Context: an optimization exercise on an open-source flow, tuned for small area, a short achievable clock period and few clock cycles. The choices shown serve that exercise and are no tape-out recipe.
The RTL was checked by simulation tests, not by an equivalence proof against the original design.
Power is estimated from default activity; no workload was simulated.

== v24 ==
// dcache_controller
module dcache_controller #(
   parameter int NUM_LINES = 16,
   parameter int LINE_BITS = 256,
   parameter int ADDR_W    = 32
) (
   input  logic                 clk_i,
   input  logic                 rst_i,
   input  logic                 cpu_req_i,
   input  logic                 cpu_we_i,
   input  logic [ADDR_W-1:0]    cpu_addr_i,
   input  logic [31:0]          cpu_data_i,
   output logic [31:0]          cpu_data_o,
   output logic                 cpu_stall_o,
   output logic                 mem_req_o,
   output logic                 mem_we_o,
   output logic [ADDR_W-1:0]    mem_addr_o,
   output logic [LINE_BITS-1:0] mem_data_o,
   input  logic [LINE_BITS-1:0] mem_data_i,
   input  logic                 mem_ack_i
);
Size: roughly 10000 cells after synthesis, roughly 4500 flip-flops, ~650 I/O pins, ~170000 µm² of cells after synthesis.
export LEC_CHECK = 0
export CAP_MARGIN = 20
export CORE_MARGIN = 2
export CORE_UTILIZATION = 40
export PLACE_DENSITY = 0.75
export SETUP_SLACK_MARGIN = 3.5
export SLEW_MARGIN = 20
export SYNTH_MEMORY_MAX_BITS = 16384
create_clock -name core_clock -period 12.0 [get_ports {clk_i}]
standard.sh (not shown) runs the stock make flow with config.mk's settings and CLKGATE_MAP_FILE= SYNTH_SCRIPT=/design/flow/synth_recipe.tcl, a recipe that flattens the netlist after the stock synthesis.
==> flow/flow/run.sh <==
#!/bin/bash
# The standard layout (standard.sh, standard synthesis unchanged) with two changes:
#  - port buffers are plain buf_2 cells instead of the default delay buffers;
#  - CTS uses larger sink clusters and no dummy loads (clock tree cells only,
#    the same tree for every register).
set -euo pipefail
export BUFFER_PORTS_ARGS="-buffer_cell sky130_fd_sc_hd__buf_2"
export CTS_ARGS="-sink_clustering_enable -repair_clock_nets -dont_use_dummy_load -sink_clustering_size 25 -sink_clustering_max_diameter 60"
bash standard.sh > standard_make.log 2>&1
Testbench counts of v24, summed over its fixed seeds: cycles 53,109.
Modified inputs, v20 compared to v24
# v24
export LEC_CHECK = 0
export CAP_MARGIN = 20
export CORE_MARGIN = 2
export CORE_UTILIZATION = 40
export PLACE_DENSITY = 0.75
export SETUP_SLACK_MARGIN = 3.5
export SLEW_MARGIN = 20
export SYNTH_MEMORY_MAX_BITS = 16384
create_clock -name core_clock -period 12.0 [get_ports {clk_i}]
# v20
export LEC_CHECK = 0
export CAP_MARGIN = 20
export CORE_MARGIN = 2
export CORE_UTILIZATION = 40
export SLEW_MARGIN = 20
export SYNTH_MEMORY_MAX_BITS = 16384
create_clock -name core_clock -period 12.0 [get_ports {clk_i}]
==> flow/run.sh (new file) <==
#!/bin/bash
# synth_recipe.tcl (not shown) runs the flow's synth.tcl, then flattens the netlist and writes it again
# the make line also repeats each setting of config.mk as NAME=value (left out here)
make -C /OpenROAD-flow-scripts/flow DESIGN_CONFIG=/design/flow/config.mk WORK_HOME=/design/flow/orfs CLKGATE_MAP_FILE= SYNTH_SCRIPT=/design/flow/synth_recipe.tcl finish
removed: flow/flow/run.sh
removed: flow/standard.sh
[summary]
Where worst setup timing slack at the placement stage is concerned, v24 is better than v20.
Summary: register-to-register slack, v20 better than v24
Diff v24 and v20: non-clock buffer share of cell area lower in v24
The critical path endpoint comes out cpu_data_o[5] in one run and cpu_data_o[12] in the other, namely in v20 and v24 respectively.
The normalized max-slew margin of v20 falls short of that of v24 by 7.6 points.
Going from v24 to v20, total of fill cells in the finished design went up, maximum fanout encountered on the critical timing path higher, power density over the cells now sits higher.
For v42, these inputs were changed with respect to v20:
# v20
export LEC_CHECK = 0
export CAP_MARGIN = 20
export CORE_MARGIN = 2
export CORE_UTILIZATION = 40
export SLEW_MARGIN = 20
export SYNTH_MEMORY_MAX_BITS = 16384
create_clock -name core_clock -period 12.0 [get_ports {clk_i}]
# v42
export LEC_CHECK = 0
export CAP_MARGIN = 20
export CORE_MARGIN = 2
export CORE_UTILIZATION = 45
export PLACE_DENSITY = 0.75
export SETUP_SLACK_MARGIN = 3.6
export SLEW_MARGIN = 20
export SYNTH_MEMORY_MAX_BITS = 16384
create_clock -name core_clock -period 12.0 [get_ports {clk_i}]
==> flow/flow/run.sh (new file) <==
#!/bin/bash
# The standard layout (standard.sh, standard synthesis unchanged) with two changes:
#  - port buffers are plain buf_2 cells instead of the default delay buffers;
#  - CTS uses larger sink clusters and no dummy loads (clock tree cells only,
#    the same tree for every register).
set -euo pipefail
export BUFFER_PORTS_ARGS="-buffer_cell sky130_fd_sc_hd__buf_2"
export CTS_ARGS="-sink_clustering_enable -repair_clock_nets -dont_use_dummy_load -sink_clustering_size 25 -sink_clustering_max_diameter 60"
bash standard.sh > standard_make.log 2>&1
==> flow/standard.sh (new file) <==
#!/bin/bash
# synth_recipe.tcl (not shown) runs the flow's synth.tcl, then flattens the netlist and writes it again
# the make line also repeats each setting of config.mk as NAME=value (left out here)
make -C /OpenROAD-flow-scripts/flow DESIGN_CONFIG=/design/flow/config.mk WORK_HOME=/design/flow/orfs CLKGATE_MAP_FILE= SYNTH_SCRIPT=/design/flow/synth_recipe.tcl "${@:-finish}"
removed: flow/run.sh
Notes after the runs:
When v42 is measured against v20, its total power consumption of the routed design turns out about 16% lower.
v42 vs. v20: number of well-tap cells placed moved down; worst setup slack moved up; net switching power moved down.
Arrival time at the worst endpoint: v42 and v20 compared, lower one is v42
v20 vs v42, cell with the largest stage delay on the worst path: sky130_fd_sc_hd__and3b_4 vs sky130_fd_sc_hd__a21oi_2
Re largest net degree at the start of global routing: no difference whatsoever between v20 and v42.

[separate check: timing with driven ports]
No port has a modelled driver above. Below, the same layouts with a new extraction and two added sets of constraints. Step 1 (the two cells are an assumption about what drives the block):
set clk [get_ports {clk_i}]
set_driving_cell -lib_cell sky130_fd_sc_hd__clkbuf_16 $clk
set_driving_cell -lib_cell sky130_fd_sc_hd__buf_2 [delete_from_list [all_inputs] $clk]
Step 2 moves the port delays by t, midway between the first and last clock arrival at a register: inputs arrive t later, outputs are due t later. That takes back most of the time a late clock gives input paths. Slacks: ideal ports / drivers / drivers and shift; pairs: ideal ports / drivers.
run	shift t [ns]	setup WS [ns]	worst hold slack (ns)	clock arrival spread, ns	slew at the worst register clock pin (ns)
v24	1.067	3.211 / 3.044 / 2.666	0.468 / 0.468 / 0.468	0.149 / 0.149	0.11 / 0.11
v20	1.142	0.828 / 0.805 / 0.805	0.465 / 0.465 / 0.465	0.076 / 0.076	0.07 / 0.07
v42	1.067	3.118 / 3.029 / 2.610	0.465 / 0.465 / 0.465	0.180 / 0.180	0.11 / 0.11
After both steps setup and hold are still met in every run listed. For v24, which loses most, drivers alone change the setup slack by -0.167 ns; drivers and shift together by -0.545 ns.
